Background: an optimization exercise with open tools, aiming at small area. Do not read the settings as production practice.
Only simulation tests tie the RTL to the original design; equivalence was not proved.
Power figures rest on the tool's default switching activity, not on a simulated workload.

==> run a: inputs <==
==> flow/design.v (excerpt) <==
module issue_stage
(
  input  logic        clk,
  input  logic        rst,              
  input  logic        stall_i,
  input  logic        decode_en_i,
  input  logic [1:0]  decode_fu_sel_i,
  input  logic [2:0]  decode_op_sel_i,
  input  logic [3:0]  decode_alu_op_i,
  input  logic [4:0]  decode_rd_i,
  input  logic [4:0]  decode_rs1_i,
  input  logic [4:0]  decode_rs2_i,
  input  logic [31:0] decode_imm_i,
  input  logic [31:0] decode_pc_i,
  input  logic [3:0]  rob_tag_i,
  input  logic        rob_rs1_valid_i,
  input  logic [31:0] rob_rs1_value_i,
  input  logic        rob_rs2_valid_i,
  input  logic [31:0] rob_rs2_value_i,
  input  logic        cdb_valid_i,
  input  logic [3:0]  cdb_tag_i,
  input  logic [31:0] cdb_value_i,
  input  logic        commit_en_i,
  input  logic [4:0]  commit_rd_i,
  input  logic [3:0]  commit_tag_i,
  input  logic [31:0] commit_value_i,
  output logic        disp_alu_en_o,
  output logic        disp_ldst_en_o,
  output logic        disp_br_en_o,
  output logic        disp_br_comp_o,
  output logic [3:0]  disp_alu_op_o,
  output logic [31:0] disp_op1_value_o,
  output logic        disp_op1_rdy_o,
  output logic [3:0]  disp_op1_q_o,
  output logic [31:0] disp_op2_value_o,
  output logic        disp_op2_rdy_o,
  output logic [3:0]  disp_op2_q_o,
  output logic [31:0] disp_offset_o,
  output logic [31:0] disp_pc_o,
  output logic [3:0]  disp_tag_o,
  output logic        alloc_en_o,
  output logic [4:0]  alloc_dest_o,
  output logic        alloc_valid_o,
  output logic [31:0] alloc_value_o,
  output logic [3:0]  alloc_tag_o,
  output logic [3:0]  rob_rs1_tag_o,
  output logic [3:0]  rob_rs2_tag_o
);
  logic [31:0] rf   [1:31];  
  logic [3:0]  tags [1:31];
  logic [31:1] busy;
  logic [31:1] dec1, dec2, decc, decr;
  logic        alloc_ok;
  logic [31:1] dec1h, dec2h;  
  dec5   u_dec1 (.a(decode_rs1_i), .y(dec1), .y2(dec1h));
  dec5   u_dec2 (.a(decode_rs2_i), .y(dec2), .y2(dec2h));
  dec5en u_decc (.en(commit_en_i), .a(commit_rd_i), .y(decc));
  dec5en u_decr (.en(alloc_ok),    .a(decode_rd_i), .y(decr));
  logic [31:0] rf1, rf2;
  logic [3:0]  tag1, tag2, tagc;
  logic        busy1, busy2;
  logic [30:0] busy_col;
  ...
Settings: LEC_CHECK=0, CAP_MARGIN=20, CORE_MARGIN=2, CORE_UTILIZATION=55, PLACE_DENSITY=0.65, SETUP_SLACK_MARGIN=0.15, SLEW_MARGIN=20, SYNTH_HIERARCHICAL=1; clock period 5.0 ns.
standard.sh (not shown) runs the stock make flow with config.mk's settings and CLKGATE_MAP_FILE= SYNTH_SCRIPT=/design/flow/synth_recipe.tcl, a recipe that flattens the netlist after the stock synthesis.
==> flow/flow/run.sh <==
#!/bin/bash
# The standard layout, with two changes:
# - the port buffers are buf_1 cells instead of the buffer_ports default
# - clock tree synthesis adds no dummy loads, clusters up to 28 sinks within
#   80 um and builds from clkbuf_16
set -euo pipefail
cd "$(dirname "${BASH_SOURCE[0]}")/.."
bash standard.sh \
  BUFFER_PORTS_ARGS="-buffer_cell sky130_fd_sc_hd__buf_1" \
  CTS_ARGS="-sink_clustering_enable -repair_clock_nets -dont_use_dummy_load -sink_clustering_size 28 -sink_clustering_max_diameter 80 -buf_list {sky130_fd_sc_hd__clkbuf_16}" \
  finish > flow_make.log 2>&1
==> run b (differences from run a) <==
--- a/flow/design.v
+++ b/flow/design.v
@@ -47,19 +47,18 @@
   output logic [3:0]  rob_rs1_tag_o,
   output logic [3:0]  rob_rs2_tag_o
 );
   logic [31:0] rf   [1:31];  
   logic [3:0]  tags [1:31];
   logic [31:1] busy;
   logic [31:1] dec1, dec2, decc, decr;
   logic        alloc_ok;
-  logic [31:1] dec1h, dec2h;  
-  dec5   u_dec1 (.a(decode_rs1_i), .y(dec1), .y2(dec1h));
-  dec5   u_dec2 (.a(decode_rs2_i), .y(dec2), .y2(dec2h));
+  dec5   u_dec1 (.a(decode_rs1_i), .y(dec1));
+  dec5   u_dec2 (.a(decode_rs2_i), .y(dec2));
   dec5en u_decc (.en(commit_en_i), .a(commit_rd_i), .y(decc));
   dec5en u_decr (.en(alloc_ok),    .a(decode_rd_i), .y(decr));
   logic [31:0] rf1, rf2;
   logic [3:0]  tag1, tag2, tagc;
   logic        busy1, busy2;
   logic [30:0] busy_col;
   for (genvar i = 1; i < 32; i++)
     assign busy_col[i-1] = busy[i];
@@ -74,18 +73,18 @@
     onehot_rd u_rd2 (.s(dec2), .d(col), .y(tag2[b]));
     onehot_rd u_rdc (.s(decc), .d(col), .y(tagc[b]));
   end
   for (genvar b = 0; b < 32; b++)
   begin : g_rf_rd
     logic [30:0] col;
     for (genvar i = 1; i < 32; i++)
       assign col[i-1] = rf[i][b];
-    onehot_rd u_rd1 (.s(b < 16 ? dec1 : dec1h), .d(col), .y(rf1[b]));
-    onehot_rd u_rd2 (.s(b < 16 ? dec2 : dec2h), .d(col), .y(rf2[b]));
+    onehot_rd u_rd1 (.s(dec1), .d(col), .y(rf1[b]));
+    onehot_rd u_rd2 (.s(dec2), .d(col), .y(rf2[b]));
   end
   assign rob_rs1_tag_o = tag1;
   assign rob_rs2_tag_o = tag2;
   logic fire, is_alu, is_ldst, is_br, use_rs2, use_pc1, alloc, off_en;
   logic [3:0] next_tag;
   assign fire     = decode_en_i && !stall_i;
   assign is_alu   = decode_fu_sel_i == 2'd1;
   assign is_ldst  = decode_fu_sel_i == 2'd2;
@@ -163,25 +162,19 @@
   assign rf_d  = {32{rst}} & commit_value_i;
   assign tag_d = {4{rst}}  & next_tag;
   for (genvar i = 1; i < 32; i++)
   begin : g_reg
     logic we, ren, clr;
     assign we  = decc[i];
     assign ren = decr[i];
     assign clr = we && (tagc == commit_tag_i);
-    logic le_lo, le_hi;
-    or2nx i_le_lo (.a(we), .bn(rst), .y(le_lo));
-    or2nx i_le_hi (.a(we), .bn(rst), .y(le_hi));
     always_ff @(posedge clk)
-      if (le_lo)
-        rf[i][15:0] <= rf_d[15:0];
-    always_ff @(posedge clk)
-      if (le_hi)
-        rf[i][31:16] <= rf_d[31:16];
+      if (we || !rst)
+        rf[i] <= rf_d;
     always_ff @(posedge clk)
       if (ren || !rst)
         tags[i] <= tag_d;
     always_ff @(posedge clk)
       if (!rst)
         busy[i] <= 1'b0;
       else if (ren || clr)
         busy[i] <= ren;
@@ -225,18 +218,17 @@
   input  logic a, b, c,
   output logic y
 );
   assign y = ~(a & b & c);
 endmodule
 module dec5
 (
   input  logic [4:0]  a,
-  output logic [31:1] y,
-  output logic [31:1] y2   
+  output logic [31:1] y
 );
   logic [4:0] an;
   logic [7:0] lo_n;
   logic [3:0] hi_n;
   for (genvar k = 0; k < 5; k++)
   begin : g_inv
     invx i_inv (.a(a[k]), .y(an[k]));
   end
@@ -245,18 +237,17 @@
     nand3x i_lo (.a(k[0] ? a[0] : an[0]), .b(k[1] ? a[1] : an[1]), .c(k[2] ? a[2] : an[2]), .y(lo_n[k]));
   end
   for (genvar k = 0; k < 4; k++)
   begin : g_hi
     nand2x i_hi (.a(k[0] ? a[3] : an[3]), .b(k[1] ? a[4] : an[4]), .y(hi_n[k]));
   end
   for (genvar i = 1; i < 32; i++)
   begin : g_y
-    nor2x i_y  (.a(lo_n[i % 8]), .b(hi_n[i / 8]), .y(y[i]));
-    nor2x i_y2 (.a(lo_n[i % 8]), .b(hi_n[i / 8]), .y(y2[i]));
+    nor2x i_y (.a(lo_n[i % 8]), .b(hi_n[i / 8]), .y(y[i]));
   end
 endmodule
 module nand2x
 (
   input  logic a, b,
   output logic y
 );
   assign y = ~(a & b);
@@ -304,15 +295,8 @@
 module opsel
 (
   input  logic [4:0] s,
   input  logic [4:0] d,
   output logic       y
 );
   assign y = |(s & d);
 endmodule
-module or2nx
-(
-  input  logic a, bn,
-  output logic y
-);
-  assign y = a | ~bn;
-endmodule
Settings changed: SETUP_SLACK_MARGIN 0.15 to 0.05.
==> run c (differences from run a) <==
--- a/flow/design.v
+++ b/flow/design.v
@@ -47,45 +47,47 @@
   output logic [3:0]  rob_rs1_tag_o,
   output logic [3:0]  rob_rs2_tag_o
 );
   logic [31:0] rf   [1:31];  
   logic [3:0]  tags [1:31];
   logic [31:1] busy;
   logic [31:1] dec1, dec2, decc, decr;
   logic        alloc_ok;
-  logic [31:1] dec1h, dec2h;  
-  dec5   u_dec1 (.a(decode_rs1_i), .y(dec1), .y2(dec1h));
-  dec5   u_dec2 (.a(decode_rs2_i), .y(dec2), .y2(dec2h));
+  dec5   u_dec1 (.a(decode_rs1_i), .y(dec1));
+  dec5   u_dec2 (.a(decode_rs2_i), .y(dec2));
+  logic [31:1] dec1t, dec2t;
+  dec5   u_dec1t (.a(decode_rs1_i), .y(dec1t));
+  dec5   u_dec2t (.a(decode_rs2_i), .y(dec2t));
   dec5en u_decc (.en(commit_en_i), .a(commit_rd_i), .y(decc));
   dec5en u_decr (.en(alloc_ok),    .a(decode_rd_i), .y(decr));
   logic [31:0] rf1, rf2;
   logic [3:0]  tag1, tag2, tagc;
   logic        busy1, busy2;
   logic [30:0] busy_col;
   for (genvar i = 1; i < 32; i++)
     assign busy_col[i-1] = busy[i];
-  onehot_rd u_busy1 (.s(dec1), .d(busy_col), .y(busy1));
-  onehot_rd u_busy2 (.s(dec2), .d(busy_col), .y(busy2));
+  onehot_rd u_busy1 (.s(dec1t), .d(busy_col), .y(busy1));
+  onehot_rd u_busy2 (.s(dec2t), .d(busy_col), .y(busy2));
   for (genvar b = 0; b < 4; b++)
   begin : g_tag_rd
     logic [30:0] col;
     for (genvar i = 1; i < 32; i++)
       assign col[i-1] = tags[i][b];
-    onehot_rd u_rd1 (.s(dec1), .d(col), .y(tag1[b]));
-    onehot_rd u_rd2 (.s(dec2), .d(col), .y(tag2[b]));
+    onehot_rd u_rd1 (.s(dec1t), .d(col), .y(tag1[b]));
+    onehot_rd u_rd2 (.s(dec2t), .d(col), .y(tag2[b]));
     onehot_rd u_rdc (.s(decc), .d(col), .y(tagc[b]));
   end
   for (genvar b = 0; b < 32; b++)
   begin : g_rf_rd
     logic [30:0] col;
     for (genvar i = 1; i < 32; i++)
       assign col[i-1] = rf[i][b];
-    onehot_rd u_rd1 (.s(b < 16 ? dec1 : dec1h), .d(col), .y(rf1[b]));
-    onehot_rd u_rd2 (.s(b < 16 ? dec2 : dec2h), .d(col), .y(rf2[b]));
+    onehot_rd u_rd1 (.s(dec1), .d(col), .y(rf1[b]));
+    onehot_rd u_rd2 (.s(dec2), .d(col), .y(rf2[b]));
   end
   assign rob_rs1_tag_o = tag1;
   assign rob_rs2_tag_o = tag2;
   logic fire, is_alu, is_ldst, is_br, use_rs2, use_pc1, alloc, off_en;
   logic [3:0] next_tag;
   assign fire     = decode_en_i && !stall_i;
   assign is_alu   = decode_fu_sel_i == 2'd1;
   assign is_ldst  = decode_fu_sel_i == 2'd2;
@@ -163,25 +165,19 @@
   assign rf_d  = {32{rst}} & commit_value_i;
   assign tag_d = {4{rst}}  & next_tag;
   for (genvar i = 1; i < 32; i++)
   begin : g_reg
     logic we, ren, clr;
     assign we  = decc[i];
     assign ren = decr[i];
     assign clr = we && (tagc == commit_tag_i);
-    logic le_lo, le_hi;
-    or2nx i_le_lo (.a(we), .bn(rst), .y(le_lo));
-    or2nx i_le_hi (.a(we), .bn(rst), .y(le_hi));
     always_ff @(posedge clk)
-      if (le_lo)
-        rf[i][15:0] <= rf_d[15:0];
-    always_ff @(posedge clk)
-      if (le_hi)
-        rf[i][31:16] <= rf_d[31:16];
+      if (we || !rst)
+        rf[i] <= rf_d;
     always_ff @(posedge clk)
       if (ren || !rst)
         tags[i] <= tag_d;
     always_ff @(posedge clk)
       if (!rst)
         busy[i] <= 1'b0;
       else if (ren || clr)
         busy[i] <= ren;
@@ -225,94 +221,30 @@
   input  logic a, b, c,
   output logic y
 );
   assign y = ~(a & b & c);
 endmodule
 module dec5
 (
   input  logic [4:0]  a,
-  output logic [31:1] y,
-  output logic [31:1] y2   
-);
-  logic [4:0] an;
-  logic [7:0] lo_n;
-  logic [3:0] hi_n;
-  for (genvar k = 0; k < 5; k++)
-  begin : g_inv
-    invx i_inv (.a(a[k]), .y(an[k]));
-  end
-  for (genvar k = 0; k < 8; k++)
-  begin : g_lo
-    nand3x i_lo (.a(k[0] ? a[0] : an[0]), .b(k[1] ? a[1] : an[1]), .c(k[2] ? a[2] : an[2]), .y(lo_n[k]));
-  end
-  for (genvar k = 0; k < 4; k++)
-  begin : g_hi
-    nand2x i_hi (.a(k[0] ? a[3] : an[3]), .b(k[1] ? a[4] : an[4]), .y(hi_n[k]));
-  end
-  for (genvar i = 1; i < 32; i++)
-  begin : g_y
-    nor2x i_y  (.a(lo_n[i % 8]), .b(hi_n[i / 8]), .y(y[i]));
-    nor2x i_y2 (.a(lo_n[i % 8]), .b(hi_n[i / 8]), .y(y2[i]));
-  end
-endmodule
-module nand2x
-(
-  input  logic a, b,
-  output logic y
-);
-  assign y = ~(a & b);
+  output logic [31:1] y
+);
+  for (genvar i = 1; i < 32; i++)
+    assign y[i] = (a == 5'(i));
 endmodule
 module dec5en
 (
   input  logic        en,
   input  logic [4:0]  a,
   output logic [31:1] y
 );
-  logic [4:0] an;
-  logic [7:0] lo_n;
-  logic [3:0] hi_n;
-  for (genvar k = 0; k < 5; k++)
-  begin : g_inv
-    invx i_inv (.a(a[k]), .y(an[k]));
-  end
-  for (genvar k = 0; k < 8; k++)
-  begin : g_lo
-    nand3x i_lo (.a(k[0] ? a[0] : an[0]), .b(k[1] ? a[1] : an[1]), .c(k[2] ? a[2] : an[2]), .y(lo_n[k]));
-  end
-  for (genvar k = 0; k < 4; k++)
-  begin : g_hi
-    nand3x i_hi (.a(en), .b(k[0] ? a[3] : an[3]), .c(k[1] ? a[4] : an[4]), .y(hi_n[k]));
-  end
-  for (genvar i = 1; i < 32; i++)
-  begin : g_y
-    nor2x i_y (.a(lo_n[i % 8]), .b(hi_n[i / 8]), .y(y[i]));
-  end
-endmodule
-module invx
-(
-  input  logic a,
-  output logic y
-);
-  assign y = ~a;
-endmodule
-module nor2x
-(
-  input  logic a, b,
-  output logic y
-);
-  assign y = ~(a | b);
+  for (genvar i = 1; i < 32; i++)
+    assign y[i] = en && (a == 5'(i));
 endmodule
 module opsel
 (
   input  logic [4:0] s,
   input  logic [4:0] d,
   output logic       y
 );
   assign y = |(s & d);
 endmodule
-module or2nx
-(
-  input  logic a, bn,
-  output logic y
-);
-  assign y = a | ~bn;
-endmodule
==> flow/flow/run.sh (replaced) <==
#!/bin/bash
# The standard layout, with two changes:
# - the port buffers are buf_1 cells instead of the buffer_ports default
# - clock tree synthesis adds no dummy loads and clusters up to 25 sinks within 70 um and builds from clkbuf_16
set -euo pipefail
cd "$(dirname "${BASH_SOURCE[0]}")/.."
bash standard.sh \
  BUFFER_PORTS_ARGS="-buffer_cell sky130_fd_sc_hd__buf_1" \
  CTS_ARGS="-sink_clustering_enable -repair_clock_nets -dont_use_dummy_load -sink_clustering_size 25 -sink_clustering_max_diameter 70 -buf_list {sky130_fd_sc_hd__clkbuf_16}" \
  finish > flow_make.log 2>&1
Settings changed: CORE_UTILIZATION 55 to 50, PLACE_DENSITY 0.65 to not set.
==> run d (differences from run a) <==
--- a/flow/design.v
+++ b/flow/design.v
@@ -163,25 +163,19 @@
   assign rf_d  = {32{rst}} & commit_value_i;
   assign tag_d = {4{rst}}  & next_tag;
   for (genvar i = 1; i < 32; i++)
   begin : g_reg
     logic we, ren, clr;
     assign we  = decc[i];
     assign ren = decr[i];
     assign clr = we && (tagc == commit_tag_i);
-    logic le_lo, le_hi;
-    or2nx i_le_lo (.a(we), .bn(rst), .y(le_lo));
-    or2nx i_le_hi (.a(we), .bn(rst), .y(le_hi));
     always_ff @(posedge clk)
-      if (le_lo)
-        rf[i][15:0] <= rf_d[15:0];
-    always_ff @(posedge clk)
-      if (le_hi)
-        rf[i][31:16] <= rf_d[31:16];
+      if (we || !rst)
+        rf[i] <= rf_d;
     always_ff @(posedge clk)
       if (ren || !rst)
         tags[i] <= tag_d;
     always_ff @(posedge clk)
       if (!rst)
         busy[i] <= 1'b0;
       else if (ren || clr)
         busy[i] <= ren;
@@ -304,15 +298,8 @@
 module opsel
 (
   input  logic [4:0] s,
   input  logic [4:0] d,
   output logic       y
 );
   assign y = |(s & d);
 endmodule
-module or2nx
-(
-  input  logic a, bn,
-  output logic y
-);
-  assign y = a | ~bn;
-endmodule
==> qor summary <==
| quantity | run a | run b | run d | run c |
|---|---|---|---|---|
| Run status | finished clean | finished with violations | finished clean | finished clean |
| Violated checks | - | negative setup slack | - | - |
| Post-Layout Inst Area | 60,300 um^2 | 60,500 um^2 | 60,400 um^2 | 62,300 um^2 |
| Achievable clock frequency | 0.206 GHz | 0.198 GHz | 0.205 GHz | 0.208 GHz |
| GRT Util Overall | 0.407 | 0.470 | 0.407 | 0.403 |
| Tap cell count | 1,276 | 1,276 | 1,276 | 1,403 |
| Depth of the worst register-to-register path | 8 | 11 | 12 | 14 |
| Synthesized area | 53,900 um^2 | 53,500 um^2 | 53,700 um^2 | 54,100 um^2 |
| Cell count after synthesis | 3,590 | 3,500 | 3,562 | 3,585 |
| Final #Nets | 4,493 | 4,432 | 4,506 | 4,566 |
| Vias in the first global route | 40,150 | 42,402 | 40,341 | 42,359 |
| Unrepaired setup endpoints after global routing | false | true | true | false |
| Power after layout | 21.0 mW | 21.3 mW | 21.1 mW | 22.2 mW |
| Starting Density | 0.556 | 0.554 | 0.555 | 0.504 |

[separate check: timing with driven ports]
How much do the figures lean on ideal ports? The routed layouts below were timed once more, with nothing changed but the port constraints. Step 1 sets driving cells, clkbuf_16 on the clock port and buf_2 on the other inputs (assumed; they add their load-dependent delay and slew). Step 2 also shifts input and output timing later by t, the mid clock arrival at the registers, as if the neighbouring blocks saw the same clock. a / b / c = no drivers / after step 1 / after step 2; a / b = the first two.
| run | t, ns | setup WS [ns] | pins driven straight from the clock port |
|---|---|---|---|
| run a | 0.774 | 0.154 / 0.118 / -0.003 | 1 |
| run b | 0.800 | -0.043 / -0.122 / -0.180 | 1 |
| run c | 0.736 | 0.198 / 0.124 / 0.250 | 1 |
| run d | 0.768 | 0.125 / 0.103 / -0.021 | 1 |
With both steps, setup timing fails in run a and run d, where it was met with ideal ports. The setup slack of run a, which loses most, moves by -0.036 ns with the drivers and by -0.157 ns with both steps.
